Source: an optimization exercise on an open RTL-to-GDS flow (aim: small area and few clock cycles per item). Production flows keep margins and buffers that such runs may drop.
Function was checked by simulation only, so behaviour that the tests miss may differ from the original.
Power figures rest on the tool's default switching activity, not on a simulated workload.

==> flow/design.v <==
module point_loader #(
  parameter int LEN    = 256,
  parameter int WORD   = 32,
  parameter int SETTLE = 2
) (
  input  logic            clk,
  input  logic            rst,
  input  logic [LEN-1:0]  p,
  input  logic            in_valid,
  output logic            in_ready,
  input  logic [WORD-1:0] in_data,
  output logic [LEN-1:0]  chk_x,
  output logic [LEN-1:0]  chk_y,
  input  logic            chk_valid,
  output logic            out_valid,
  input  logic            out_ready,
  output logic [LEN-1:0]  out_x,
  output logic [LEN-1:0]  out_y,
  output logic            out_on_curve,
  output logic            out_range_err
);
  localparam int NW   = LEN / WORD;         
  logic [2*LEN-1:0] buf_q;      
  logic [WORD-1:0]  hold;       
  logic [NW-1:0]    wsel;       
  logic             wy;         
  logic             full;       
  logic             shown;      
  logic             ge;         
  logic             x_err;
  logic             r_err;      
  logic             hand;       
  logic             free;       
  logic             xfer;
  logic [WORD-1:0]  pw;
  logic             ge_new;
  logic             first;      
  logic             last;       
  assign hand     = shown && out_ready;
  assign free     = !full || hand;
  assign first    = wsel[0] && !wy;
  assign last     = wsel[NW-1] && wy;
  assign in_ready = !rst && (free || first);
  assign xfer     = in_valid && in_ready;
  always_comb begin
    pw = '0;
    for (int i = 0; i < NW; i++) pw = pw | (p[i*WORD +: WORD] & {WORD{wsel[i]}});
  end
  assign ge_new = (in_data > pw) || ((in_data == pw) && (wsel[0] || ge));
  assign chk_x         = buf_q[LEN-1:0];
  assign chk_y         = buf_q[2*LEN-1:LEN];
  assign out_x         = buf_q[LEN-1:0];
  assign out_y         = buf_q[2*LEN-1:LEN];
  assign out_valid     = shown;
  assign out_range_err = r_err;
  assign out_on_curve  = chk_valid && !r_err;
  always_ff @(posedge clk) begin
    if (rst) begin
      wsel   <= NW'(1);
      wy     <= 1'b0;
      full   <= 1'b0;
      shown  <= 1'b0;
    end else begin
      if (hand) begin
        full   <= 1'b0;
        shown  <= 1'b0;
      end else if (full) begin
        shown <= 1'b1;
      end
      if (xfer) begin
        wsel <= {wsel[NW-2:0], wsel[NW-1]};
        if (wsel[NW-1]) wy <= !wy;
        if (last) full <= 1'b1;
      end
    end
  end
  always_ff @(posedge clk) begin
    if (xfer) begin
      ge <= ge_new;
      if (wsel[NW-1] && !wy) x_err <= ge_new;
      if (last) r_err <= x_err || ge_new;
    end
  end
  always_ff @(posedge clk) begin
    if (xfer && first) hold <= in_data;
  end
  always_ff @(posedge clk) begin
    if (free) buf_q[WORD-1:0] <= hold;
    if (xfer && free) buf_q[2*LEN-1:WORD] <= {in_data, buf_q[2*LEN-1:2*WORD]};
  end
endmodule
export LEC_CHECK = 0
export CAP_MARGIN = 20
export CORE_AREA = 10 10 420 420
export CTS_BUF_LIST = sky130_fd_sc_hd__clkbuf_2 sky130_fd_sc_hd__clkbuf_4 sky130_fd_sc_hd__clkbuf_8
export DIE_AREA = 0 0 430 430
export PLACE_DENSITY = 0.85
export SLEW_MARGIN = 20
create_clock -name core_clock -period 5.0 [get_ports {clk}]
standard.sh (not shown) runs the stock make flow with config.mk's settings and CLKGATE_MAP_FILE= SYNTH_SCRIPT=/design/flow/synth_recipe.tcl, a recipe that flattens the netlist after the stock synthesis.
==> flow/flow/run.sh <==
#!/bin/bash
# Standard ORFS layout, with plain minimum-size buffers on the ports instead of the
# buffer cell buffer_ports picks by default.
set -euo pipefail
export BUFFER_PORTS_ARGS="-buffer_cell sky130_fd_sc_hd__buf_1"
bash standard.sh > standard.log 2>&1
Testbench counts at the start, summed over its fixed seeds: cycles 12,816, items 800.
==> next run, changes <==
CTS_BUF_LIST = sky130_fd_sc_hd__clkbuf_4   (was sky130_fd_sc_hd__clkbuf_2 sky130_fd_sc_hd__clkbuf_4 sky130_fd_sc_hd__clkbuf_8)
PLACE_DENSITY = not set   (was 0.85)
After rerunning: Final cell count increases by 1.9%; cell area came out lower by 0.77%; setup slack got worse by 0.28 ns; routed wire length fell by 12%.
==> next run, changes <==
--- a/flow/flow/run.sh
+++ b/flow/flow/run.sh
@@ -3 +3 @@
-# buffer cell buffer_ports picks by default.
+# buffer cell buffer_ports picks by default, and a clock tree without dummy loads.
@@ -5,0 +6 @@
+export CTS_ARGS="-sink_clustering_enable -repair_clock_nets -dont_use_dummy_load -buf_list {sky130_fd_sc_hd__clkbuf_2 sky130_fd_sc_hd__clkbuf_4 sky130_fd_sc_hd__clkbuf_8}"
CORE_AREA = 10 10 380 380   (was 10 10 420 420)
CTS_BUF_LIST = sky130_fd_sc_hd__clkbuf_2 sky130_fd_sc_hd__clkbuf_4 sky130_fd_sc_hd__clkbuf_8   (was sky130_fd_sc_hd__clkbuf_4)
DIE_AREA = 0 0 390 390   (was 0 0 430 430)
Combinational power falls by about 2.2%.
Via count fell by about 1.7%.
Design area shrinks by about 4%.
Power went down by 7.2%.
Clock power drops by 17%.
Worst setup slack gets better by 0.18 ns.
Wire length decreases by about 9%.
Global-route usage increases by 1.6 points.
Synthesized cell count does not change.
Fmax rose by about 5%.
==> next run, changes <==
==> flow/flow/run.sh (replaced) <==
#!/bin/bash
# Standard ORFS layout, with plain minimum-size buffers on the ports instead of the
# buffer cell buffer_ports picks by default.
set -euo pipefail
export BUFFER_PORTS_ARGS="-buffer_cell sky130_fd_sc_hd__buf_1"
bash standard.sh > standard.log 2>&1
CAP_MARGIN = 10   (was 20)
CORE_AREA = 10 10 420 420   (was 10 10 380 380)
DIE_AREA = 0 0 430 430   (was 0 0 390 390)
GPL_TIMING_DRIVEN = 0   (was not set)
SLEW_MARGIN = 10   (was 20)
=> Global-route usage drops by 1.0 points; synthesized area does not change; total power rises by about 13%; first-iteration DRC count goes down by 21%; design area rises by about 20%; die area rises by 22%; clock skew falls by 0.041 ns; via count grows by 9.9%; final cell count goes up by 26%.

========
// point_loader: RTL as listed in full above, without the edits since
export LEC_CHECK = 0
export CAP_MARGIN = 20
export CORE_AREA = 10 10 420 420
export CTS_BUF_LIST = sky130_fd_sc_hd__clkbuf_4
export CTS_CLUSTER_DIAMETER = 50
export CTS_CLUSTER_SIZE = 8
export DIE_AREA = 0 0 430 430
export SLEW_MARGIN = 20
create_clock -name core_clock -period 5.0 [get_ports {clk}]
==> flow/flow/run.sh <==
#!/bin/bash
# Standard ORFS layout, with plain minimum-size buffers on the ports instead of the
# buffer cell buffer_ports picks by default, and a clock tree without dummy loads.
set -euo pipefail
export BUFFER_PORTS_ARGS="-buffer_cell sky130_fd_sc_hd__buf_1"
export CTS_ARGS="-sink_clustering_enable -repair_clock_nets -dont_use_dummy_load -buf_list sky130_fd_sc_hd__clkbuf_4 -sink_clustering_size 8 -sink_clustering_max_diameter 50"
bash standard.sh > standard.log 2>&1
Testbench counts at the start, summed over its fixed seeds: cycles 12,816, items 800.
Then changed:
==> flow/flow/run.sh (replaced) <==
#!/bin/bash
# Standard ORFS layout, with plain minimum-size buffers on the ports instead of the
# buffer cell buffer_ports picks by default.
set -euo pipefail
export BUFFER_PORTS_ARGS="-buffer_cell sky130_fd_sc_hd__buf_1"
bash standard.sh > standard.log 2>&1
- CTS_BUF_LIST: sky130_fd_sc_hd__clkbuf_4 -> sky130_fd_sc_hd__clkbuf_8
- CTS_CLUSTER_DIAMETER: 50 -> 40
- CTS_CLUSTER_SIZE: 8 -> 14
After rerunning: Clock power came out higher by 84%; routed wire length came out higher by 0.33%; hold slack improves by 80 ps; power came out higher by about 23%; cell count came out higher by 1.9%; via count came out higher by about 1.6%; critical path depth stays the same; worst setup slack improves by 200 ps; die area does not change.
Then changed:
--- a/flow/flow/run.sh
+++ b/flow/flow/run.sh
@@ -3 +3 @@
-# buffer cell buffer_ports picks by default.
+# buffer cell buffer_ports picks by default, and a clock tree without dummy loads.
@@ -5,0 +6 @@
+export CTS_ARGS="-sink_clustering_enable -repair_clock_nets -dont_use_dummy_load -buf_list sky130_fd_sc_hd__clkbuf_4 -sink_clustering_size 8 -sink_clustering_max_diameter 50"
- CAP_MARGIN: 20 -> 5
- CTS_BUF_LIST: sky130_fd_sc_hd__clkbuf_8 -> sky130_fd_sc_hd__clkbuf_4
- CTS_CLUSTER_DIAMETER: 40 -> 50
- CTS_CLUSTER_SIZE: 14 -> 8
- SLEW_MARGIN: 20 -> 5
Outcome: Cell area decreases by 4.7%. First-iteration DRC count increases by 3.2%. Routed wire length decreases by 0.33%. Utilization decreases by 0.82 points. Clock power decreases by 46%.
Then changed:
==> flow/flow/run.sh (replaced) <==
#!/bin/bash
# Standard ORFS layout, with plain minimum-size buffers on the ports instead of the
# buffer cell buffer_ports picks by default.
set -euo pipefail
export BUFFER_PORTS_ARGS="-buffer_cell sky130_fd_sc_hd__buf_1"
bash standard.sh > standard.log 2>&1
- CAP_MARGIN: 5 -> 20
- CTS_BUF_LIST: sky130_fd_sc_hd__clkbuf_4 -> sky130_fd_sc_hd__clkbuf_8
- CTS_CLUSTER_DIAMETER: 50 -> 35
- CTS_CLUSTER_SIZE: 8 -> 20
- SLEW_MARGIN: 5 -> 20
Non-clock buffer count stays the same.
Fmax rose by about 4.6%.
Via count rose by about 2.6%.
Core utilization rose by 1.1 points.
Synthesized cell count does not change.
Area after synthesis is unchanged.
Clock skew fell by 26 ps.

========
Setup of before:
Starts from the design.v that is shown in full above.
Settings: LEC_CHECK=0, CAP_MARGIN=20, CORE_AREA=10 10 420 420, CTS_BUF_LIST=sky130_fd_sc_hd__clkbuf_2 sky130_fd_sc_hd__clkbuf_4 sky130_fd_sc_hd__clkbuf_8, DIE_AREA=0 0 430 430, SLEW_MARGIN=20; clock period 5.0 ns.
==> flow/flow/run.sh <==
#!/bin/bash
# Standard ORFS layout, with plain minimum-size buffers on the ports instead of the
# buffer cell buffer_ports picks by default, and a clock tree without dummy loads.
set -euo pipefail
export BUFFER_PORTS_ARGS="-buffer_cell sky130_fd_sc_hd__buf_1"
export CTS_ARGS="-sink_clustering_enable -repair_clock_nets -dont_use_dummy_load -buf_list {sky130_fd_sc_hd__clkbuf_2 sky130_fd_sc_hd__clkbuf_4 sky130_fd_sc_hd__clkbuf_8}"
bash standard.sh > standard.log 2>&1
before went all the way through synthesis, placement and routing and the layout is clean on timing, DRC and antenna.
Testbench counts of before, summed over its fixed seeds: cycles 12,816, items 800.
Input changes introduced in after (baseline for comparison: before):
==> flow/flow/run.sh <==
#!/bin/bash
# Standard ORFS layout, with plain minimum-size buffers on the ports instead of the
# buffer cell buffer_ports picks by default.
set -euo pipefail
export BUFFER_PORTS_ARGS="-buffer_cell sky130_fd_sc_hd__buf_1"
bash standard.sh > standard.log 2>&1
[summary]
- after went all the way through the flow, and no timing, DRC or antenna check failed.
- Delta(global-route track usage on met3, after - before) < 0
- Compared to before, after shows a narrower setup margin.
- Going from before to after, number of non-clock buffers essentially unchanged, overall power saw an increase.
- Sequential fraction of design power, before and after: larger value in before
- Final wirelength (lower): before
- before has a higher part of the total power dissipated in combinational logic than after.

re-timing with driven ports:
No port has a modelled driver above. Below, the same layouts with a new extraction and two added sets of constraints.
Step 1, drivers: a clkbuf_16 drives clk and a buf_2 each remaining input, both assumed.
Step 2 moves the port delays by t, midway between the first and last clock arrival at a register: inputs arrive t later, outputs are due t later. That takes back most of the time a late clock gives input paths.
Three values: no drivers, after step 1, after step 2; two values: the first two.
run | t (ns) | setup WS [ns] | worst setup path at the end
the first run of note 1 | 0.867 | 1.320 / 1.320 / 1.210 | input to register
the second run of note 1 | 1.179 | 1.041 / 0.956 / 1.173 | input to register
the third run of note 1 | 0.812 | 1.223 / 1.223 / 1.100 | input to register
the fourth run of note 1 | 0.885 | 0.628 / 0.628 / 0.628 | register to register
the first run of note 2 | 1.032 | 1.151 / 1.067 / 1.238 | input to register
the second run of note 2 | 0.866 | 1.355 / 1.271 / 1.296 | input to register
the third run of note 2 | 1.032 | 1.151 / 1.067 / 1.238 | input to register
the fourth run of note 2 | 0.914 | 1.321 / 1.237 / 1.251 | input to register
before | 0.865 | 1.302 / 1.215 / 1.325 | input to register
after | 0.910 | 1.254 / 1.167 / 1.329 | input to register
After both steps setup and hold are still met in every run listed. For the third run of note 1, which loses most, drivers alone change the setup slack by 0.000 ns; drivers and shift together by -0.123 ns.
